This is an optimization exercise on Yosys and OpenROAD, whose aim is small area and a short achievable clock period, not a production implementation.
Where RTL was checked, it was by simulation tests only, not by an equivalence proof against the original.
Only the layout flow was run in runs 1 and 2; the RTL was not checked for function there.

[design/flow/standard.sh]
#!/bin/bash
# synth_recipe.tcl (not shown) runs the flow's synth.tcl, then flattens the netlist and writes it again
# the make line also repeats each setting of config.mk as NAME=value (left out here)
make -C /OpenROAD-flow-scripts/flow DESIGN_CONFIG=/design/flow/config.mk WORK_HOME=/design/flow/orfs CLKGATE_MAP_FILE= SYNTH_SCRIPT=/design/flow/synth_recipe.tcl "${@:-finish}"
[design/flow/config.mk]
export PLATFORM = sky130hd
export DESIGN_NAME = mdu_param
export DESIGN_NICKNAME = mdu_param
export VERILOG_FILES = /design/flow/design.v
export SDC_FILE = /design/flow/constraint.sdc
export NUM_CORES = 4
export LEC_CHECK = 0
export CAP_MARGIN = 20
export CORE_MARGIN = 2
export CORE_UTILIZATION = 40
export SLEW_MARGIN = 20
[design/flow/design.v]
module mdu_param #(
    parameter int WIDTH       = 32,
    parameter int MULT_CYCLES = 5,
    parameter int DIV_CYCLES  = 10
) (
    input  logic             clk,
    input  logic             reset,
    input  logic             req,
    input  logic [WIDTH-1:0] in_a,
    input  logic [WIDTH-1:0] in_b,
    input  logic [3:0]       MDUOp,
    input  logic             start,
    output logic [WIDTH-1:0] data_hi,
    output logic [WIDTH-1:0] data_lo,
    output logic             busy
);
    localparam int UW = 36;    
    localparam int NU = 4;     
    localparam logic [3:0] OP_MULT  = 4'd1;
    localparam logic [3:0] OP_MULTU = 4'd2;
    localparam logic [3:0] OP_DIV   = 4'd3;
    localparam logic [3:0] OP_DIVU  = 4'd4;
    localparam logic [3:0] OP_MTHI  = 4'd7;
    localparam logic [3:0] OP_MTLO  = 4'd8;
    localparam logic [3:0] OP_MADD  = 4'd9;
    localparam logic [3:0] OP_MADDU = 4'd10;
    localparam logic [3:0] OP_MSUB  = 4'd11;
    localparam logic [3:0] OP_MSUBU = 4'd12;
    logic [31:0]   hi_q, lo_q;
    logic [3:0]    cnt_q;
    logic          busy_q;     
    logic          idle_q;     
    logic          div_q;      
    logic          sgn_q;      
    logic          msub_q;     
    logic          accum_q;    
    logic          nega_q;     
    logic          negq_q;     
    logic          negb_q;     
    logic [33:0]   a_q;        
    logic [31:0]   q_q;        
    logic          qm1_q;      
    logic [34:0]   acc_q;      
    assign data_hi = hi_q;
    assign data_lo = lo_q;
    assign busy    = busy_q;
    logic op_long, op_div, op_sgn, op_msub, op_accum;
    always_comb begin
        op_long  = 1'b0;
        op_div   = 1'b0;
        op_sgn   = 1'b0;
        op_msub  = 1'b0;
        op_accum = 1'b0;
        case (MDUOp)
            OP_MULT:  begin op_long = 1'b1; op_sgn = 1'b1; end
            OP_MULTU: begin op_long = 1'b1; end
            OP_DIV:   begin op_long = 1'b1; op_div = 1'b1; op_sgn = 1'b1; end
            OP_DIVU:  begin op_long = 1'b1; op_div = 1'b1; end
            OP_MADD:  begin op_long = 1'b1; op_sgn = 1'b1; op_accum = 1'b1; end
            OP_MADDU: begin op_long = 1'b1; op_accum = 1'b1; end
            OP_MSUB:  begin op_long = 1'b1; op_sgn = 1'b1; op_accum = 1'b1; op_msub = 1'b1; end
            OP_MSUBU: begin op_long = 1'b1; op_accum = 1'b1; op_msub = 1'b1; end
            default:  ;
        endcase
    end
    logic accept;
    assign accept = start & op_long & idle_q & ~req;
    logic d_first_q;    
    logic d_last_q;     
    logic m_last_q;     
    logic negctl_q;     
    logic last;
    logic d_first, d_step, d_last, m_last;
    assign d_first = d_first_q;
    assign d_step  = ds0_q;
    assign d_last  = d_last_q;
    assign m_last  = m_last_q;
    assign last    = d_last_q | m_last_q;
    logic        negctl;
    logic [31:0] q_neg;
    logic [31:0] q_or;      
    assign negctl = negctl_q;
    always_comb begin
        q_or[0] = 1'b0;
        for (int i = 1; i < 32; i++) q_or[i] = q_or[i-1] | q_q[i-1];
    end
    assign q_neg = q_q ^ ({32{negctl}} & q_or);
    logic [UW-1:0] ux   [NU];
    logic [UW-1:0] uy   [NU];
    logic          ucin [NU];
    logic [UW-1:0] us   [NU];
    logic          uacc [NU];    
    logic [32:0]   urem [NU];    
    logic          b_one [NU], b_two [NU], b_neg [NU], b_hi [NU];
    logic bo0_q, bt0_q, bn0_q;
    logic ds0_q;     
    logic dsr_q;     
    always_comb begin
        for (int k = 0; k < NU; k++) begin
            logic b1, b0, bm;
            b1 = q_q[2*k+1];
            b0 = q_q[2*k];
            bm = (k == 0) ? qm1_q : q_q[2*k-1];
            b_one[k] = b0 ^ bm;
            b_two[k] = (b1 & ~b0 & ~bm) | (~b1 & b0 & bm);
            b_neg[k] = b1 ^ msub_q;
            b_hi[k]  = 1'b0;
            if (m_last) begin
                b_one[k] = 1'b0;
                b_two[k] = 1'b0;
                b_neg[k] = 1'b0;
                b_hi[k]  = (k == 1) & accum_q;
            end
            if (div_q) begin
                b_one[k] = ~d_last;
                b_two[k] = 1'b0;
                b_neg[k] = 1'b0;
            end
            if (k == 0) begin
                b_one[k] = bo0_q;
                b_two[k] = bt0_q;
                b_neg[k] = bn0_q;
            end
        end
    end
    logic [2:0] c0_d;
    always_comb begin
        if (idle_q) begin
            c0_d = {in_a[0], in_a[1] & ~in_a[0], in_a[1] ^ op_msub};
            if (op_div)
                c0_d = {1'b1, 1'b0, ~((MDUOp == OP_DIV) & in_b[31])};
        end else if (div_q) begin
            c0_d = 3'b100;
            if (cnt_q == 4'd2)
                c0_d = {us[3][UW-1] ^ nega_q, 1'b0, us[3][UW-1] & ~nega_q};
        end else if (cnt_q == 4'd2) begin
            c0_d = {~sgn_q & q_q[7], 1'b0, (sgn_q & q_q[7]) ^ msub_q};
        end else begin
            c0_d = {q_q[8] ^ q_q[7],
                    (q_q[9] & ~q_q[8] & ~q_q[7]) | (~q_q[9] & q_q[8] & q_q[7]),
                    q_q[9] ^ msub_q};
        end
    end
    always_comb begin
        for (int k = 0; k < NU; k++) begin
            if (k == 0) begin
                if (ds0_q)
                    ux[k] = {{(UW-34){acc_q[32]}}, acc_q[32:0], q_q[31] ^ nega_q};
                else
                    ux[k] = {{(UW-35){acc_q[34]}}, acc_q};
            end else begin
                if (dsr_q)
                    ux[k] = {{(UW-34){urem[k-1][32]}}, urem[k-1], q_q[31-k] ^ nega_q};
                else
                    ux[k] = {{2{us[k-1][UW-1]}}, us[k-1][UW-1:2]};
            end
            if ((k == 0) ? ds0_q : dsr_q)
                ucin[k] = (k == 0) ? acc_q[34] : us[k-1][UW-1];
            else
                ucin[k] = b_neg[k] | ((k == 0) & d_last & nega_q);
            for (int i = 0; i < UW; i++) begin
                logic a1, a2;
                a1 = a_q[(i > 33) ? 33 : i];
                a2 = (i == 0) ? 1'b0 : a_q[(i - 1 > 33) ? 33 : i - 1];
                uy[k][i] = ((b_one[k] & a1) | (b_two[k] & a2)) ^ (((k == 0) ? ds0_q : dsr_q) ? ucin[k] : b_neg[k]);
                if (i < 30) uy[k][i] = uy[k][i] | (b_hi[k] & hi_q[i+2]);
            end
            if (k == 0) begin
                us[k] = ux[k] + uy[k] + {{(UW-1){1'b0}}, ucin[k]};
            end else begin
                us[k][UW-2:0] = ux[k][UW-2:0] + uy[k][UW-2:0] + {{(UW-2){1'b0}}, ucin[k]};
                us[k][UW-1]   = us[k][UW-2];
            end
            uacc[k] = us[k][UW-1] ^ ~nega_q;
            urem[k] = us[k][32:0];
        end
    end
    logic        commit;
    logic        bzero;
    assign bzero  = (a_q == 34'd0);
    assign commit = last & ~(div_q & bzero);
    always_ff @(posedge clk) begin
        if (reset) begin
            hi_q      <= 32'd0;
            lo_q      <= 32'd0;
            cnt_q     <= 4'd0;
            busy_q    <= 1'b0;
            idle_q    <= 1'b1;
            d_first_q <= 1'b0;
            d_last_q  <= 1'b0;
            m_last_q  <= 1'b0;
            ds0_q     <= 1'b0;
            dsr_q     <= 1'b0;
        end else begin
            ds0_q     <= ~idle_q & div_q & (cnt_q >= 4'd3);
            dsr_q     <= (~idle_q & div_q & (cnt_q >= 4'd3)) | (accept & op_div);
            d_first_q <= accept & op_div;
            d_last_q  <= ~idle_q & div_q & (cnt_q == 4'd2);
            m_last_q  <= ~idle_q & ~div_q & (cnt_q == 4'd2);
            if (~idle_q) begin
                cnt_q  <= cnt_q - 4'd1;
                busy_q <= (cnt_q != 4'd1);
                idle_q <= (cnt_q == 4'd1);
            end else if (accept) begin
                cnt_q  <= op_div ? 4'd10 : 4'd5;
                busy_q <= 1'b1;
                idle_q <= 1'b0;
            end
            if (commit) begin
                hi_q <= {us[1][29:0], us[0][1:0]};
                lo_q <= q_neg;
            end else if (idle_q & ~req & (MDUOp == OP_MTHI)) begin
                hi_q <= in_a;
            end else if (idle_q & ~req & (MDUOp == OP_MTLO)) begin
                lo_q <= in_a;
            end
        end
    end
    always_ff @(posedge clk) begin
        {bo0_q, bt0_q, bn0_q} <= c0_d;
        if (idle_q) begin
            div_q    <= ~MDUOp[3] & (MDUOp[2] | (MDUOp[1] & MDUOp[0]));
            sgn_q    <= MDUOp[0];
            msub_q   <= MDUOp[3] & (MDUOp[2] | (MDUOp[1] & MDUOp[0]));
            accum_q  <= MDUOp[3];
            nega_q   <= (MDUOp == OP_DIV) & in_a[31];
            negb_q   <= (MDUOp == OP_DIV) & in_b[31];
            negq_q   <= (MDUOp == OP_DIV) & (in_a[31] ^ in_b[31]);
            negctl_q <= (MDUOp == OP_DIV) & in_a[31];
            a_q      <= {{2{MDUOp[0] & in_b[31]}}, in_b};
            q_q      <= in_a;
            qm1_q    <= 1'b0;
            acc_q    <= MDUOp[3] ? {1'b0, hi_q[1:0], lo_q} : 35'd0;
        end else begin
            negctl_q <= negq_q;
            if (div_q) begin
                if (d_first) begin
                    a_q   <= us[0][33:0];
                    q_q   <= q_neg;
                    acc_q <= {35{nega_q}};
                end else begin
                    q_q   <= {q_q[27:0], uacc[0], uacc[1], uacc[2], uacc[3]};
                    acc_q <= {{2{urem[3][32]}}, urem[3]};
                end
            end else begin
                q_q   <= {us[3][1:0], us[2][1:0], us[1][1:0], us[0][1:0], q_q[31:8]};
                qm1_q <= q_q[7];
                acc_q <= {us[3][UW-1], us[3][UW-1:2]};
            end
        end
    end
endmodule
[design/flow/flow/run.sh]
#!/bin/bash
set -euo pipefail
export BUFFER_PORTS_ARGS="-buffer_cell sky130_fd_sc_hd__buf_1"
export CTS_ARGS="-sink_clustering_enable -repair_clock_nets -buf_list sky130_fd_sc_hd__clkbuf_8 -dont_use_dummy_load"
bash standard.sh > standard.log 2>&1
[design/flow/constraint.sdc]
create_clock -name core_clock -period 90.0 [get_ports {clk}]
set_input_delay 18.0000 -clock core_clock [delete_from_list [all_inputs] [get_ports {clk}]]
set_output_delay 18.0000 -clock core_clock [all_outputs]
set_load 0.01 [all_outputs]
==> results of run 1 <==
-- stage by stage --
stage | instances | util | setup WS (ps) | cell area, um2
floorplan | 2653 | - | 70170 | 20400
global placement | 3292 | 0.424 | 70100 | 21300
detailed placement | 3292 | 0.424 | 70040 | 21300
CTS | 3309 | 0.429 | 70640 | 21600
global route | 3309 | 0.429 | 70470 | 21600
finish | 3310 | 0.429 | 70620 | 21600
-- layer usage --
metal | vias up | share of wire
li1 | 9602 | -
met1 | 9863 | 0.44
met2 | 910 | 0.44
met3 | 167 | 0.077
met4 | 0 | 0.045
met5 | - | 0
-- worst max path at each step --
| stage | endpoint | start | slack [ps] |
|---|---|---|---|
| 6_report | hi_q[31] | MDUOp[0] | 70620 |
| 5_1_grt | hi_q[15] | MDUOp[0] | 70470 |
| 4_1_cts | data_lo[1] | lo_q[1] | 70640 |
| 3_5_place_dp | hi_q[31] | MDUOp[0] | 70040 |
| 3_3_place_gp | hi_q[31] | MDUOp[2] | 70100 |
| 2_1_floorplan | hi_q[12] | req | 70170 |
-- cell usage after synthesis (26+ instances only) --
cell        n  area, um2
ha_1      138       1730
nor2_1    194        728
nand3_1    57        285
nand2_1   265        995
a21o_1     81        608
a22oi_1   139       1040
xnor2_1   180       1580
a21oi_1   207       1040
inv_1      59        221
o21ai_0   200       1000
a211oi_1   82        616
nor3_1     28        140
buf_1      50        188
mux2_2     79        890
clkbuf_1  146        548
nor2b_1    26        163
edfxtp_1   41       1230
dfxtp_1   145       2900
mux2i_1    67        671
xor2_1    127       1110
o21bai_1   29        218
-- cells by family after synthesis --
kind of cell	after synthesis	share of synthesized area
compound gates	903	0.287
simple gates	699	0.158
xor+xnor	308	0.133
buf+inv	265	0.0497
flops	186	0.203
mux	146	0.0766
fa+ha+maj	146	0.0926
-- state kept, by name, summed over array words and instances (netlist names), 4 cells and up --
name and cells:
acc_q 35, hi_q 32, q_q 32, lo_q 32, a_q 34, cnt_q 4
-- final cells by class --
type | instances | area [um2] | share of cell area
Clock buffer | 17 | 234 | 0.0109
Sequential cell | 186 | 4150 | 0.192
Multi-Input combinational cell | 2202 | 15300 | 0.711
Inverter | 60 | 225 | 0.0104
Antenna cell | 1 | 2.50 | 0.000116
Tap cell | 672 | 841 | 0.0390
Timing Repair Buffer | 172 | 782 | 0.0363
-- worst reg2reg max path: cells and delay by family (launching register included) --
family | cells | cell delay [ps]
xor gates and xnor gates | 7 | 1750
and+or+nand+nor | 12 | 2930
DFF | 1 | 330
adders and majority gates | 7 | 2910
muxes | 2 | 620
AOI/OAI and AO/OA | 24 | 5770
buffers and inverters | 10 | 3180
==> impl_metrics.yaml, run 1 <==
final_layout:
  drive_gt1_frac: 0.0702
  syn2layout_area_growth_pct: 5.79
  nets: 2857
  nFillCells: 5237
  mostFrequentLayoutCells: "nand2_1 (265), a21oi_1 (205), o21ai_0 (198)"
  mostFrequentLayoutCell: "nand2_1"
drt:
  drt_pass1_iterations: 6
  antenna_left: 0
  viasPerCell: 6.21
  drc_errors: 0
  routed_wire_length_per_instance_um: 23.9
  first_iter_violations: 2174
  routed_wl_mm: 79.2
  vias: 20542
grt:
  antenna_found_initial: 1
  gr-total-overflow: 0
  grtUsageMet2: 0.454
  grt_pass1_vias: 19582
  grt_pass1_wl_mm: 119
  grt_max_degree: 77
  grt_usage: 0.295
  gr-usage-met1: 0.402
  use_met3: 0.0502
  busiest_layer: "met2"
floorplan:
  rows: 82
  die_w_um: 230
  die_h_um: 230
  design.core.area_um2: 50300
  ios: 137
  dieArea_um2: 52800
  start_util: 0.405
worst_setup_path:
  path_class: "input port to flip-flop"
  path_buf_inv: 2
  worstPathMaxFanout: 42
  crit-reg2reg-launch: "ds0_q"
  required_ps: 90490
  r2r_setup_slack_ps: 72250
  critical-path-top-delay-family: "buffers and inverters"
  worstSetupStartpointType: "input port"
  cp_data_arrival_time_ps: 19860
  critPathMaxStageDelay_ps: 650
  crit_cells: 8
  critPathCaptureType: "flip-flop"
  worstPathCellList: "buf_1 -> nand2_1 -> nor3_2 -> buf_4 -> mux2i_1 -> nor3_1 -> nor2_1 -> nand3_1"
  r2r_cells: 62
  crit_slowest_cell: "buf_4"
  r2r_end: "q_q[0]"
synth:
  synth_nets: 2871
  synth_edf_count: 41
  post_synth_num_cell_types: 81
  async_flop_share: 0
  synth-main-ff-cell: "dfxtp_1"
  seq_area_frac_synth: 0.203
  yosys_warnings: 11
  synth_cells: 2653
  ys_ff_latch: 186
  avgSynthCellArea_um2: 7.68
  syn-cell-area_um2: 20400
timing:
  drv_slew: 0
  slew-limit-headroom: 0.267
  whs_ps: 479
  period_needed_ps: 19380
  fin_crit_sh: 0.215
  clock_skew_ps: 44.8
  worstMarginPinSlew_ps: 1100
  finalHoldViolCount: 0
  fin_tns_setup_ps: 0
  rsz0062_at_grt: "no"
  setup_viol: 0
  max_freq_ghz: 0.0516
worst_hold_path:
  hold_start: "negq_q"
  hp-class: "flip-flop to flip-flop"
  min_to: "negctl_q"
  holdPathStages: 1
status:
  run_status: "timing/DRC/antenna clean"
clock_network:
  insertion_delay_ps: 620
  h-tree-depth: 4
  cts_root_buffer: "clkbuf_8"
  cts_hold_buf: 0
  cts.sinks: 186
  cts_tree: "yes"
  cts_buffers: 17
  cts_resized: 0
  clk_pin_slew_worst_paths_ps: 120
  cts_setup_buffers: 0
  clockBufferDepth: 2
job:
  maxCapViolations: 0
placement:
  dp_hpwl_mm: 59.5
  portBuffers: 136
  gp_congestion: 0.984
==> inputs of run 2 (changes only) <==
==> design/flow/flow/run.sh (replaced) <==
#!/bin/bash
set -euo pipefail
export BUFFER_PORTS_ARGS="-buffer_cell sky130_fd_sc_hd__buf_2"
export CTS_ARGS="-sink_clustering_enable -repair_clock_nets -buf_list sky130_fd_sc_hd__clkbuf_8 -dont_use_dummy_load"
bash standard.sh > standard.log 2>&1
==> impl_metrics.yaml, run 2 <==
placement:
  place_inst: 3291
  gp_congestion: 0.962
  portBuffers: 136
  dp_hpwl_mm: 59.7
  place_area_um2: 21500
final_layout:
  syn2layout_area_growth_pct: 6.58
  mostFrequentLayoutCells: "nand2_1 (265), a21oi_1 (205), o21ai_0 (198)"
  regMostFlops: "acc_q"
  largestRegisters: "acc_q: 35 flops, a_q: 34 flops"
  nets: 2856
  mostFrequentLayoutCell: "nand2_1"
  largest_register_ffs: 35
  final_area_um2: 21700
  diodes: 0
  nFillCells: 5223
  drive_gt1_frac: 0.121
  stdcell_count: 3308
worst_setup_path:
  r2r_cells: 62
  cp_data_arrival_time_ps: 19830
  required_ps: 90500
  r2r_end: "q_q[0]"
  worstSetupStartpointType: "input port"
  worstPathMaxFanout: 26
  crit-reg2reg-launch: "ds0_q"
  critPathCaptureType: "flip-flop"
  r2r_setup_slack_ps: 71720
  path_class: "input port to flip-flop"
floorplan:
  ios: 137
  die_h_um: 230
  rows: 82
  design.core.area_um2: 50300
  dieArea_um2: 52800
  start_util: 0.405
  die_w_um: 230
clock_network:
  cts_root_buffer: "clkbuf_8"
  cts_resized: 0
  clk_pin_slew_worst_paths_ps: 100
  cts.sinks: 186
  h-tree-depth: 4
  cts_hold_buf: 0
  cts_setup_buffers: 0
  clockBufferDepth: 2
  cts_buffers: 17
  insertion_delay_ps: 600
  cts_tree: "yes"
status:
  run_status: "timing/DRC/antenna clean"
synth:
  synth_cells: 2653
  synth-main-ff-cell: "dfxtp_1"
  synthMostInstantiatedCell: "nand2_1"
  seq_area_frac_synth: 0.203
  syn-cell-area_um2: 20400
  ys_ff_latch: 186
  yosys_warnings: 11
  yosys-top-cells-area: "dfxtp_1 (14%), ha_1 (8.5%), xnor2_1 (7.7%)"
  synth_nets: 2871
  post-synth-top-area-fraction: 0.142
  yosys-top-cells-count: "nand2_1 (265), a21oi_1 (207), o21ai_0 (200)"
  avgSynthCellArea_um2: 7.68
  post_synth_num_cell_types: 81
  yosys.area.top_type: "dfxtp_1"
  synth_edf_count: 41
  async_flop_share: 0
timing:
  finalHoldViolCount: 0
  clock_skew_ps: 49.9
  slew-limit-headroom: 0.265
  fin_crit_sh: 0.215
  max_freq_ghz: 0.0517
  fin_tns_setup_ps: 0
  setup_viol: 0
  drv_slew: 0
  worstMarginPinSlew_ps: 1100
  period_needed_ps: 19330
  rsz0062_at_grt: "no"
worst_hold_path:
  hold_start: "negq_q"
  hp-class: "flip-flop to flip-flop"
  holdPathStages: 1
  min_to: "negctl_q"
job:
  maxCapViolations: 0
drt:
  first_iter_violations: 2185
  drc_errors: 0
  viasPerCell: 6.26
  vias: 20708
  routed_wire_length_per_instance_um: 24.2
  antenna_left: 0
  routed_wl_mm: 80.2
  drt_pass1_iterations: 5
grt:
  gr-total-overflow: 0
  grt_pass1_wl_mm: 121
  grt_max_degree: 77
  grt_pass1_vias: 19586
  grt_usage: 0.299
  antenna_found_initial: 2
run 2: changes by cell type in the layout (fill, tap and decap cells not counted), sizes merged:
cell and delta:
diode -1, buf -1
run 2: layout make-up:
| type | count | area, um2 | area share |
|---|---|---|---|
| Clock buffer | 17 | 234 | 0.0108 |
| Inverter | 60 | 225 | 0.0104 |
| Multi-Input combinational cell | 2202 | 15300 | 0.706 |
| Sequential cell | 186 | 4150 | 0.191 |
| Tap cell | 672 | 841 | 0.0387 |
| Timing Repair Buffer | 171 | 943 | 0.0434 |
run 2: per-stage QoR:
step	utilization	worst slack (ps)	hold slack, ps
after global placement	0.427	69920	454
after detailed placement	0.427	69760	471
final	0.432	70670	474
after CTS	0.432	70390	477
after global routing	0.432	70530	492
after floorplan	-	70170	449
run 2: kinds of logic after synthesis:
| logic type | share of synthesized area |
|---|---|
| AND/OR/NAND/NOR | 0.158 |
| flip-flops | 0.203 |
| buffers and inverters | 0.0497 |
| multiplexers | 0.0766 |
| XOR/XNOR | 0.133 |
| AO/OA/AOI/OAI | 0.287 |
| adder cells (fa/ha/maj) | 0.0926 |
run 2: worst max path at each step:
stage / slack, ps / end / from / cells after the start
finish: 70670 / acc_q[31] / MDUOp[3] / 7
global route: 70530 / acc_q[31] / MDUOp[3] / 7
CTS: 70390 / acc_q[31] / MDUOp[3] / 7
detailed placement: 69760 / acc_q[31] / MDUOp[3] / 7
global placement: 69920 / acc_q[31] / MDUOp[3] / 7
floorplan: 70170 / hi_q[12] / req / 7
run 2: critical path: stages:
cell	delay, ps
buf_2	400
inv_1	190
nor2_2	650
nand2_1	190
o21ai_0	130
a31oi_1	60
a31oi_1	190
run 2: routing by layer:
| layer | up-vias | track usage | routed length, um |
|---|---|---|---|
| met1 | 10065 | 0.405 | 35200 |
| met3 | 122 | 0.0564 | 6690 |
| met4 | 0 | 0.111 | 2540 |
| li1 | 9600 | - | - |
| met5 | - | 0 | 0 |
| met2 | 921 | 0.470 | 35800 |
==> inputs of run 3 (changes only) <==
--- a/design/flow/design.v
+++ b/design/flow/design.v
@@ -85,6 +85,31 @@
         for (int i = 1; i < 32; i++) q_or[i] = q_or[i-1] | q_q[i-1];
     end
     assign q_neg = q_q ^ ({32{negctl}} & q_or);
+    function automatic logic [UW-1:0] add_pp(input logic [UW-1:0] x, input logic [UW-1:0] y,
+                                            input logic ci);
+        logic [UW:0] g, p, gn, pn;
+        logic [UW-1:0] h;
+        g[0] = ci;
+        p[0] = 1'b0;
+        for (int i = 0; i < UW; i++) begin
+            g[i+1] = x[i] & y[i];
+            p[i+1] = x[i] ^ y[i];
+            h[i]   = x[i] ^ y[i];
+        end
+        for (int d = 1; d <= UW; d = d * 2) begin
+            gn = g;
+            pn = p;
+            for (int k = 0; k <= UW; k++) begin
+                if ((k & d) != 0) begin
+                    gn[k] = g[k] | (p[k] & g[(k / d) * d - 1]);
+                    pn[k] = p[k] & p[(k / d) * d - 1];
+                end
+            end
+            g = gn;
+            p = pn;
+        end
+        for (int i = 0; i < UW; i++) add_pp[i] = h[i] ^ g[i];
+    endfunction
     logic [UW-1:0] ux   [NU];
     logic [UW-1:0] uy   [NU];
     logic          ucin [NU];
@@ -165,12 +190,8 @@
                 uy[k][i] = ((b_one[k] & a1) | (b_two[k] & a2)) ^ (((k == 0) ? ds0_q : dsr_q) ? ucin[k] : b_neg[k]);
                 if (i < 30) uy[k][i] = uy[k][i] | (b_hi[k] & hi_q[i+2]);
             end
-            if (k == 0) begin
-                us[k] = ux[k] + uy[k] + {{(UW-1){1'b0}}, ucin[k]};
-            end else begin
-                us[k][UW-2:0] = ux[k][UW-2:0] + uy[k][UW-2:0] + {{(UW-2){1'b0}}, ucin[k]};
-                us[k][UW-1]   = us[k][UW-2];
-            end
+            us[k] = add_pp(ux[k], uy[k], ucin[k]);
+            if (k != 0) us[k][UW-1] = us[k][UW-2];
             uacc[k] = us[k][UW-1] ^ ~nega_q;
             urem[k] = us[k][32:0];
         end
==> design/flow/flow/run.sh (replaced) <==
#!/bin/bash
set -euo pipefail
export BUFFER_PORTS_ARGS="-buffer_cell sky130_fd_sc_hd__buf_1"
export CTS_ARGS="-sink_clustering_enable -repair_clock_nets -buf_list sky130_fd_sc_hd__clkbuf_8 -sink_clustering_size 10 -dont_use_dummy_load"
bash standard.sh > standard.log 2>&1
--- a/design/flow/config.mk
+++ b/design/flow/config.mk
@@ -5,6 +5,7 @@
 export SDC_FILE = /design/flow/constraint.sdc
 export NUM_CORES = 4
 export LEC_CHECK = 0
+export ABC_AREA = 1
 export CAP_MARGIN = 20
 export CORE_MARGIN = 2
 export CORE_UTILIZATION = 40
==> impl_metrics.yaml, run 3 <==
final_layout:
  regMostFlops: "acc_q"
  nFillCells: 4998
  syn2layout_area_growth_pct: 6.88
  nets: 3115
  largestRegisters: "acc_q: 35 flops, a_q: 34 flops"
  mostFrequentLayoutCell: "nand2_1"
  mostFrequentLayoutCells: "nand2_1 (736), inv_1 (297), o21ai_0 (262)"
  largest_register_ffs: 35
  drive_gt1_frac: 0.0458
drt:
  vias: 20226
  first_iter_violations: 2129
  drc_errors: 0
  routed_wl_mm: 76.5
  viasPerCell: 5.80
  drt_pass1_iterations: 17
  antenna_left: 0
  routed_wire_length_per_instance_um: 21.9
floorplan:
  ios: 137
  rows: 79
  design.core.area_um2: 46700
  dieArea_um2: 49000
  die_h_um: 221
  start_util: 0.405
  die_w_um: 221
timing:
  period_needed_ps: 19580
  fin_tns_setup_ps: 0
  drv_slew: 0
  finalHoldViolCount: 0
  clock_skew_ps: 42.3
  setup_viol: 0
  slew-limit-headroom: 0.248
  max_freq_ghz: 0.0511
  rsz0062_at_grt: "no"
  worstMarginPinSlew_ps: 1130
  fin_crit_sh: 0.218
clock_network:
  insertion_delay_ps: 590
  cts_tree: "yes"
  cts_resized: 0
  cts.sinks: 186
  cts_setup_buffers: 0
  cts_root_buffer: "clkbuf_8"
  clk_pin_slew_worst_paths_ps: 110
  h-tree-depth: 4
  cts_buffers: 17
  cts_hold_buf: 0
  clockBufferDepth: 2
worst_setup_path:
  critPathCaptureType: "flip-flop"
  crit_slowest_cell: "clkbuf_2"
  worstPathMaxFanout: 46
  cp_data_arrival_time_ps: 20060
  required_ps: 90480
  critPathMaxStageDelay_ps: 820
  path_class: "input port to flip-flop"
  worstSetupStartpointType: "input port"
  worstPathCellList: "clkbuf_2 -> inv_1 -> nand3_1 -> o21ai_0"
synth:
  synth_edf_count: 41
  synth_compound_area_frac: 0.206
  post_synth_num_cell_types: 54
  synth_cells: 2832
  yosys_warnings: 11
  synthXorXnorAreaFrac: 0.121
  avgSynthCellArea_um2: 6.68
  synthMostInstantiatedCell: "nand2_1"
  ys_ff_latch: 186
  syn-cell-area_um2: 18900
  synth_top_family_by_area: "simple AND/OR/NAND/NOR gates"
  synth-simple-area-share: 0.236
  post-synth-top-area-fraction: 0.153
  synth_nets: 3066
  synth_mux_area_frac: 0.00476
  yosys.area.top_type: "dfxtp_1"
  async_flop_share: 0
  yosys-top-cells-area: "dfxtp_1 (15%), nand2_1 (15%), xor2_1 (9.4%)"
  synth_fa_ha_area_frac: 0.117
  yosys-top-cells-count: "nand2_1 (737), inv_1 (302), o21ai_0 (262)"
  seq_area_frac_synth: 0.219
  synth-main-ff-cell: "dfxtp_1"
worst_hold_path:
  hp-class: "flip-flop to flip-flop"
grt:
  grtUsageMet2: 0.479
  gr-usage-met1: 0.414
  antenna_found_initial: 1
  use_met3: 0.0659
  grt_pass1_wl_mm: 115
  grt_pass1_vias: 19168
  grt_max_degree: 65
  gr-total-overflow: 0
  busiest_layer: "met2"
  grt_usage: 0.308
job:
  maxCapViolations: 0
status:
  run_status: "timing/DRC/antenna clean"
placement:
  portBuffers: 136
  gp_congestion: 0.968
  dp_hpwl_mm: 58.1
-- run 3: cell count changes in the layout (fill, tap and decap cells not counted), moves of 79 or more --
| cell | delta |
|---|---|
| a22oi_1 | -128 |
| buf_1 | +135 |
| buf_2 | -136 |
| inv_1 | +240 |
| mux2_2 | -79 |
| nand2_1 | +471 |
| o22ai_1 | +140 |
| xnor2_1 | -121 |
-- run 3: metrics by stage --
step / instance area, um2 / instances / util / setup WS, ps / hold WS [ps]
after floorplan: 18900 / 2832 / - / 70180 / 422
after global placement: 19900 / 3466 / 0.426 / 69890 / 441
after detailed placement: 19900 / 3466 / 0.426 / 69870 / 439
after CTS: 20100 / 3483 / 0.431 / 70470 / 470
after global routing: 20200 / 3486 / 0.433 / 70290 / 516
final: 20200 / 3488 / 0.433 / 70420 / 465
-- run 3: path summary, 6_finish.rpt --
path,startpoint,endpoint,slack (ps),cells after the start
max reg2reg,ds0_q,q_q[0],75640,83
min reg2reg,negq_q,negctl_q,460,2
max,reset,busy_q,70420,4
min,negq_q,negctl_q,460,2
-- run 3: area by class of cell --
class                           count  area, um2  share of cell area
Tap cell                          607        759              0.0376
Clock buffer                       17        234              0.0116
Multi-Input combinational cell   2165      13000               0.642
Timing Repair Buffer              166        797              0.0394
Sequential cell                   186       4140               0.205
Antenna cell                        2       5.00            0.000248
Inverter                          345       1290              0.0641
-- run 3: cell families (layout without fill, tap and decap cells) --
family	Yosys count	count (layout)
AND/OR/NAND/NOR	1059	1059
AO/OA/AOI/OAI	674	674
buffers and inverters	481	528
XOR/XNOR	261	261
flip-flops	186	186
adder cells (fa/ha/maj)	162	162
multiplexers	9	9
other	0	2
-- run 3: metal layers --
layer  part of all wire  up-vias
met5                  0        -
met3              0.096      137
met4              0.038        0
met1               0.43     9634
li1                   -     9521
met2               0.44      934
-- run 3: worst max-delay path, delay by kind of cell --
| kind | cells | cell delay, ps |
|---|---|---|
| buffers and inverters | 2 | 1610 |
| and+or+nand+nor | 1 | 310 |
| AOI/OAI and AO/OA | 1 | 110 |
==> inputs of run 4 (changes only) <==
--- a/design/flow/config.mk
+++ b/design/flow/config.mk
@@ -9,4 +9,4 @@
 export CAP_MARGIN = 20
 export CORE_MARGIN = 2
 export CORE_UTILIZATION = 40
-export SLEW_MARGIN = 20
+export SLEW_MARGIN = 80
==> impl_metrics.yaml, run 4 <==
synth:
  synth_cells: 2832
  yosys_warnings: 11
  ys_ff_latch: 186
  synthXorXnorAreaFrac: 0.121
  yosys.area.top_type: "dfxtp_1"
  post-synth-top-area-fraction: 0.153
  yosys-top-cells-count: "nand2_1 (737), inv_1 (302), o21ai_0 (262)"
  synth-simple-area-share: 0.236
  syn-cell-area_um2: 18900
  synth_nets: 3066
  synth_compound_area_frac: 0.206
  avgSynthCellArea_um2: 6.68
  synthMostInstantiatedCell: "nand2_1"
  synth_top_family_by_area: "simple AND/OR/NAND/NOR gates"
  synth_mux_area_frac: 0.00476
  synth_edf_count: 41
  seq_area_frac_synth: 0.219
  yosys-top-cells-area: "dfxtp_1 (15%), nand2_1 (15%), xor2_1 (9.4%)"
  post_synth_num_cell_types: 54
  async_flop_share: 0
  synth_fa_ha_area_frac: 0.117
  synth-main-ff-cell: "dfxtp_1"
grt:
  grt_max_degree: 43
  grt_usage: 0.311
  antenna_found_initial: 2
  grt_pass1_wl_mm: 118
  grt_pass1_vias: 19709
  gr-total-overflow: 0
final_layout:
  nFillCells: 4864
  largest_register_ffs: 35
  nets: 3166
  regMostFlops: "acc_q"
  mostFrequentLayoutCell: "nand2_1"
  syn2layout_area_growth_pct: 17.5
  largestRegisters: "acc_q: 35 flops, a_q: 34 flops"
  mostFrequentLayoutCells: "nand2_1 (721), inv_1 (286), o21ai_0 (207)"
  diodes: 0
  drive_gt1_frac: 0.125
  stdcell_count: 3537
drt:
  routed_wl_mm: 77.9
  viasPerCell: 5.82
  drt_pass1_iterations: 17
  vias: 20590
  first_iter_violations: 2121
  antenna_left: 0
  drc_errors: 0
  routed_wire_length_per_instance_um: 22.0
clock_network:
  cts_resized: 0
  cts_hold_buf: 0
  h-tree-depth: 4
  cts_root_buffer: "clkbuf_8"
  clockBufferDepth: 2
  cts_buffers: 17
  cts.sinks: 186
  insertion_delay_ps: 540
  cts_setup_buffers: 0
  cts_tree: "yes"
  clk_pin_slew_worst_paths_ps: 110
timing:
  fin_tns_setup_ps: 0
  finalHoldViolCount: 0
  setup_viol: 0
  period_needed_ps: 19250
  clock_skew_ps: 34.9
  slew-limit-headroom: 0.785
  max_freq_ghz: 0.0519
  drv_slew: 0
  rsz0062_at_grt: "no"
  worstMarginPinSlew_ps: 320
  fin_crit_sh: 0.214
placement:
  portBuffers: 136
  place_inst: 3514
  dp_hpwl_mm: 61.2
  gp_congestion: 0.968
worst_setup_path:
  worstPathMaxFanout: 3
  worstPathCellList: "buf_1"
  crit_cells: 1
  crit-reg2reg-launch: "ds0_q"
  path_buf_inv: 1
  worstSetupStartpointType: "flip-flop"
  cp_data_arrival_time_ps: 1250
  r2r_cells: 85
  path_class: "flip-flop to primary output"
  setup.worst_path.start: "lo_q[5]"
  critPathCaptureType: "primary output"
  critical-path-top-delay-family: "flip-flops"
  crit_slowest_cell: "dfxtp_1"
  critPathMaxStageDelay_ps: 530
  required_ps: 72000
worst_hold_path:
  hp-class: "flip-flop to flip-flop"
  hold_start: "negq_q"
  holdPathStages: 2
floorplan:
  rows: 79
  dieArea_um2: 49000
  die_w_um: 221
  design.core.area_um2: 46700
  ios: 137
  die_h_um: 221
  start_util: 0.405
status:
  run_status: "timing/DRC/antenna clean"
job:
  maxCapViolations: 0
-- run 4: cell counts after synthesis --
No cell type changed its count.
-- run 4: cell families after synthesis --
logic type | after synthesis
mux | 9
buf+inv | 481
flops | 186
compound gates | 674
fa+ha+maj | 162
xor+xnor | 261
simple gates | 1059
-- run 4: final timing paths --
path,slack (ps),end
max,70750,data_lo[5]
min,470,negctl_q
max reg2reg,77030,q_q[0]
min reg2reg,470,negctl_q
-- run 4: stage by stage --
stage	cell area [um2]	hold slack, ps	worst slack, ps	utilization
floorplan	18900	422	70180	-
global placement	19900	441	69890	0.426
detailed placement	21600	455	70200	0.464
CTS	21900	479	70750	0.469
global route	22200	525	70690	0.476
finish	22200	475	70750	0.476
-- run 4: metal layers --
layer,wire length [um],GRT usage,part of all wire
met1,33200,0.428,0.43
met2,34300,0.486,0.44
met3,7090,0.0462,0.091
met4,3240,0.131,0.042
met5,11,0,0.00014
-- run 4: layout make-up --
class,instances,area (um2),area share
Multi-Input combinational cell,2165,14000,0.631
Sequential cell,186,4150,0.187
Timing Repair Buffer,217,1690,0.0760
Inverter,345,1370,0.0617
Tap cell,607,759,0.0342
Clock buffer,17,234,0.0105
==> inputs of run 5 (changes only) <==
--- a/design/flow/config.mk
+++ b/design/flow/config.mk
@@ -9,4 +9,4 @@
 export CAP_MARGIN = 20
 export CORE_MARGIN = 2
 export CORE_UTILIZATION = 40
-export SLEW_MARGIN = 80
+export SLEW_MARGIN = 60
==> impl_metrics.yaml, run 5 <==
floorplan:
  dieArea_um2: 49000
  design.core.area_um2: 46700
  rows: 79
  start_util: 0.405
  die_w_um: 221
  ios: 137
  die_h_um: 221
grt:
  grt_pass1_vias: 19261
  grt_pass1_wl_mm: 115
  gr-total-overflow: 0
  grt_usage: 0.305
  grt_max_degree: 65
  antenna_found_initial: 0
timing:
  slew-limit-headroom: 0.598
  setup_viol: 0
  fin_ws_ps: 70620
  fin_crit_sh: 0.215
  period_needed_ps: 19380
  rsz0062_at_grt: "no"
  drv_slew: 0
  finalHoldViolCount: 0
  worstMarginPinSlew_ps: 602
  max_freq_ghz: 0.0516
  fin_tns_setup_ps: 0
  clock_skew_ps: 44.8
  whs_ps: 488
synth:
  yosys.area.top_type: "dfxtp_1"
  async_flop_share: 0
  post-synth-top-area-fraction: 0.153
  yosys-top-cells-area: "dfxtp_1 (15%), nand2_1 (15%), xor2_1 (9.4%)"
  yosys-top-cells-count: "nand2_1 (737), inv_1 (302), o21ai_0 (262)"
  avgSynthCellArea_um2: 6.68
  synth_nets: 3066
  synth_edf_count: 41
  yosys_warnings: 11
  post_synth_num_cell_types: 54
  synth-main-ff-cell: "dfxtp_1"
  seq_area_frac_synth: 0.219
  synth_cells: 2832
  synthMostInstantiatedCell: "nand2_1"
  ys_ff_latch: 186
  syn-cell-area_um2: 18900
clock_network:
  cts_hold_buf: 0
  clockBufferDepth: 2
  cts_tree: "yes"
  cts.sinks: 186
  insertion_delay_ps: 550
  cts_root_buffer: "clkbuf_8"
  cts_resized: 0
  cts_setup_buffers: 0
  cts_buffers: 17
  clk_pin_slew_worst_paths_ps: 120
  h-tree-depth: 4
final_layout:
  drive_gt1_frac: 0.0531
  mostFrequentLayoutCells: "nand2_1 (735), inv_1 (295), o21ai_0 (260)"
  syn2layout_area_growth_pct: 7.68
  mostFrequentLayoutCell: "nand2_1"
  regMostFlops: "acc_q"
  nets: 3118
  largestRegisters: "acc_q: 35 flops, a_q: 34 flops"
  stdcell_count: 3490
  largest_register_ffs: 35
  final_area_um2: 20400
drt:
  routed_wl_mm: 76.4
  routed_wire_length_per_instance_um: 21.9
  vias: 20319
  antenna_left: 0
  viasPerCell: 5.82
  drt_pass1_iterations: 16
  first_iter_violations: 2002
  drc_errors: 0
placement:
  dp_hpwl_mm: 58.6
  place_area_um2: 20100
  place_inst: 3472
  portBuffers: 136
  dp_slack_ps: 70090
  gp_congestion: 0.968
worst_setup_path:
  worstSetupStartpointType: "input port"
  r2r_setup_slack_ps: 75930
  cp_data_arrival_time_ps: 19830
  setup.worst_path.start: "MDUOp[3]"
  r2r_end: "q_q[0]"
  required_ps: 90450
  worstPathMaxFanout: 25
  r2r_cells: 81
  critPathCaptureType: "flip-flop"
  cp-endpoint: "lo_q[6]"
  crit-reg2reg-launch: "ds0_q"
  path_class: "input port to flip-flop"
worst_hold_path:
  hp-class: "flip-flop to flip-flop"
job:
  maxCapViolations: 0
status:
  run_status: "timing/DRC/antenna clean"
## run 5: logic make-up after synthesis
group                    count (synthesis)  synth area share
XOR/XNOR                               261             0.121
multiplexers                             9           0.00476
buffers and inverters                  481            0.0971
flip-flops                             186             0.219
AND/OR/NAND/NOR                       1059             0.236
adder cells (fa/ha/maj)                162             0.117
AO/OA/AOI/OAI                          674             0.206
## run 5: worst min-delay path by stage
stage | from | endpoint | slack, ps | depth (start not counted)
finish | negq_q | negctl_q | 490 | 2
global route | negq_q | negctl_q | 510 | 2
CTS | negq_q | negctl_q | 500 | 2
detailed placement | negq_q | negctl_q | 470 | 2
global placement | negq_q | negctl_q | 440 | 2
floorplan | negq_q | negctl_q | 420 | 2
## run 5: final cells by class
| class | count | area [um2] |
|---|---|---|
| well taps | 607 | 759 |
| clock buffers | 17 | 234 |
| repair buffers | 169 | 836 |
| diodes | 1 | 2.50 |
| multi-input cells | 2165 | 13100 |
| fillers | 5017 | 26300 |
| flip-flops and latches | 186 | 4150 |
| inverters | 345 | 1310 |
## run 5: stage by stage
stage                     utilization
after floorplan                     -
after global placement          0.426
after detailed placement        0.431
after CTS                       0.436
after global routing            0.437
final                           0.437
## run 5: critical path, cell delays in order
cell and delay [ps]:
buf_1 260, inv_1 170, nor3_2 190, buf_4 340, nor2_2 120, buf_4 260
inv_1 150, o22ai_1 80, o21ai_0 160, inv_1 60
## run 5: layer usage
layer | up-vias | track usage | share of wire
li1 | 9527 | - | -
met1 | 9665 | 0.409 | 0.43
met2 | 976 | 0.475 | 0.44
met3 | 151 | 0.0672 | 0.099
met4 | 0 | 0.125 | 0.038
met5 | - | 0 | 0
==> inputs of run 6 (changes only) <==
==> design/flow/flow/run.sh (replaced) <==
#!/bin/bash
set -euo pipefail
export BUFFER_PORTS_ARGS="-buffer_cell sky130_fd_sc_hd__buf_1"
export CTS_ARGS="-sink_clustering_enable -repair_clock_nets -buf_list sky130_fd_sc_hd__clkbuf_16 -dont_use_dummy_load"
bash standard.sh > standard.log 2>&1
--- a/design/flow/config.mk
+++ b/design/flow/config.mk
@@ -9,4 +9,4 @@
 export CAP_MARGIN = 20
 export CORE_MARGIN = 2
 export CORE_UTILIZATION = 40
-export SLEW_MARGIN = 60
+export SLEW_MARGIN = 20
==> impl_metrics.yaml, run 6 <==
timing:
  setup_viol: 0
  max_freq_ghz: 0.0508
  fin_crit_sh: 0.219
  clock_skew_ps: 30.1
  fin_tns_setup_ps: 0
  finalHoldViolCount: 0
  worstMarginPinSlew_ps: 1130
  slew-limit-headroom: 0.245
  drv_slew: 0
  period_needed_ps: 19670
  rsz0062_at_grt: "no"
final_layout:
  syn2layout_area_growth_pct: 7.74
  nFillCells: 4969
  mostFrequentLayoutCells: "nand2_1 (736), inv_1 (297), o21ai_0 (262)"
  largestRegisters: "acc_q: 35 flops, a_q: 34 flops"
  mostFrequentLayoutCell: "nand2_1"
  drive_gt1_frac: 0.0459
  largest_register_ffs: 35
  nets: 3114
  ff_latch_area_um2: 4140
  regMostFlops: "acc_q"
  multi_input_area_um2: 13000
synth:
  avgSynthCellArea_um2: 6.68
  syn-cell-area_um2: 18900
  post_synth_num_cell_types: 54
  yosys_warnings: 11
  ys_ff_latch: 186
  synth_nets: 3066
  async_flop_share: 0
  synth_cells: 2832
  yosys.area.top_type: "dfxtp_1"
  seq_area_frac_synth: 0.219
  synth_edf_count: 41
  synthMostInstantiatedCell: "nand2_1"
  synth-main-ff-cell: "dfxtp_1"
  yosys-top-cells-count: "nand2_1 (737), inv_1 (302), o21ai_0 (262)"
  yosys-top-cells-area: "dfxtp_1 (15%), nand2_1 (15%), xor2_1 (9.4%)"
  post-synth-top-area-fraction: 0.153
grt:
  grt_usage: 0.308
  gr-total-overflow: 0
  grt_max_degree: 65
  grt_pass1_wl_mm: 115
  grt_pass1_vias: 19204
  antenna_found_initial: 2
clock_network:
  cts_tree: "yes"
  insertion_delay_ps: 510
  clk_pin_slew_worst_paths_ps: 70
  cts_root_buffer: "clkbuf_16"
  cts_resized: 0
  h-tree-depth: 4
  cts_buffers: 17
  cts.sinks: 186
  clockBufferDepth: 2
  cts_setup_buffers: 0
  cts_hold_buf: 0
floorplan:
  design.core.area_um2: 46700
  die_h_um: 221
  die_w_um: 221
  start_util: 0.405
  dieArea_um2: 49000
  ios: 137
  rows: 79
job:
  maxCapViolations: 0
drt:
  drc_errors: 0
  drt_pass1_iterations: 18
  routed_wire_length_per_instance_um: 22.0
  first_iter_violations: 2050
  antenna_left: 0
  routed_wl_mm: 76.7
  vias: 20271
  viasPerCell: 5.81
worst_setup_path:
  r2r_cells: 83
  crit_slowest_cell: "clkbuf_2"
  path_buf_inv: 2
  worstPathCellList: "clkbuf_2 -> inv_1 -> nand3_1 -> o21ai_0"
  worstPathMaxFanout: 46
  r2r_setup_slack_ps: 75650
  critPathMaxStageDelay_ps: 820
  r2r_end: "q_q[0]"
  crit-reg2reg-launch: "ds0_q"
  critical-path-top-delay-family: "buffers and inverters"
  worstSetupStartpointType: "input port"
  critPathCaptureType: "flip-flop"
  cp_data_arrival_time_ps: 20060
  path_class: "input port to flip-flop"
  required_ps: 90390
worst_hold_path:
  hp-class: "flip-flop to flip-flop"
  min_to: "negctl_q"
  holdPathStages: 2
  hold_start: "negq_q"
placement:
  portBuffers: 136
  dp_hpwl_mm: 58.1
  gp_congestion: 0.968
status:
  run_status: "timing/DRC/antenna clean"
-- run 6: changes by cell type in the layout (fill, tap and decap cells not counted), moves of 4 or more --
| cell | previous run | this run |
|---|---|---|
| clkbuf_16 | 0 | 17 |
| clkbuf_8 | 18 | 0 |
| buf_6 | 6 | 0 |
| xor2_2 | 8 | 0 |
| clkinv_2 | 4 | 0 |
| inv_4 | 4 | 0 |
| inv_2 | 11 | 16 |
| xor2_1 | 194 | 202 |
-- run 6: worst max path at each step --
stage	startpoint	end	slack [ps]	cells after the start
after floorplan	req	hi_q[8]	70180	9
after global placement	reset	busy_q	69890	4
final	reset	busy_q	70330	4
after CTS	reset	busy_q	70370	4
after global routing	reset	busy_q	70210	4
after detailed placement	reset	busy_q	69870	4
-- run 6: logic make-up (layout without fill, tap and decap cells) --
logic type | Yosys count | after routing | synth area share
AO/OA/AOI/OAI | 674 | 674 | 0.206
XOR/XNOR | 261 | 261 | 0.121
adder cells (fa/ha/maj) | 162 | 162 | 0.117
buffers and inverters | 481 | 527 | 0.0971
flip-flops | 186 | 186 | 0.219
multiplexers | 9 | 9 | 0.00476
other | 0 | 2 | 0
AND/OR/NAND/NOR | 1059 | 1059 | 0.236
-- run 6: through the flow --
step           cell area, um2  setup WS (ps)   util  instances  hold slack (ps)
4_1_cts                 20300          70370  0.436       3483              462
3_3_place_gp            19900          69890  0.426       3466              441
6_report                20400          70330  0.437       3487              461
5_1_grt                 20400          70210  0.437       3485              506
3_5_place_dp            19900          69870  0.426       3466              439
2_1_floorplan           18900          70180      -       2832              422
-- run 6: layout make-up --
type	count	share of cell area
Inverter	345	0.0635
Sequential cell	186	0.203
Timing Repair Buffer	165	0.0378
Clock buffer	17	0.0209
Tap cell	607	0.0373
Antenna cell	2	0.000246
Multi-Input combinational cell	2165	0.637
-- run 6: worst min-delay path, cell delays in order (launching register included) --
cell and delay [ps]:
edfxtp_1 320, nand2_1 50, o21ai_0 60
-- run 6: metal layers --
layer | track usage | wire (um) | vias up
met1 | 0.411 | 32500 | 9599
li1 | - | - | 9526
met3 | 0.0738 | 7820 | 146
met2 | 0.479 | 33400 | 1000
met4 | 0.123 | 2880 | 0
met5 | 0 | 0 | -

-- re-timing with driven ports --
In the flow no input, the clock included, has a driving cell. The finished layouts below were timed again as built, in two steps. Step 1: set_driving_cell puts a clkbuf_16 on clk and a buf_2 on each other input, an assumption about the parent block. Step 2 moves the port delays by t, midway between the first and last clock arrival at a register: inputs arrive t later, outputs are due t later. That takes back most of the time a late clock gives input paths. a / b / c = ideal / step 1 / step 2; a / b = the first two.
run | t (ns) | setup WS [ns] | worst setup path at the end | worst data-port slew with drivers (ns)
run 1 | 0.653 | 70.624 / 70.643 / 70.003 | input to register | 0.07
run 2 | 0.627 | 70.667 / 70.663 / 70.067 | input to register | 0.05
run 3 | 0.625 | 70.419 / 70.449 / 69.824 | input to register | 0.06
run 4 | 0.574 | 70.747 / 70.696 / 70.272 | input to register | 0.06
run 5 | 0.577 | 70.622 / 70.652 / 70.076 | input to register | 0.06
run 6 | 0.555 | 70.328 / 70.365 / 69.810 | input to register | 0.06
After both steps every run listed still meets setup and hold. For run 1, which loses most, drivers alone change the setup slack by +0.019 ns; drivers and shift together by -0.621 ns.
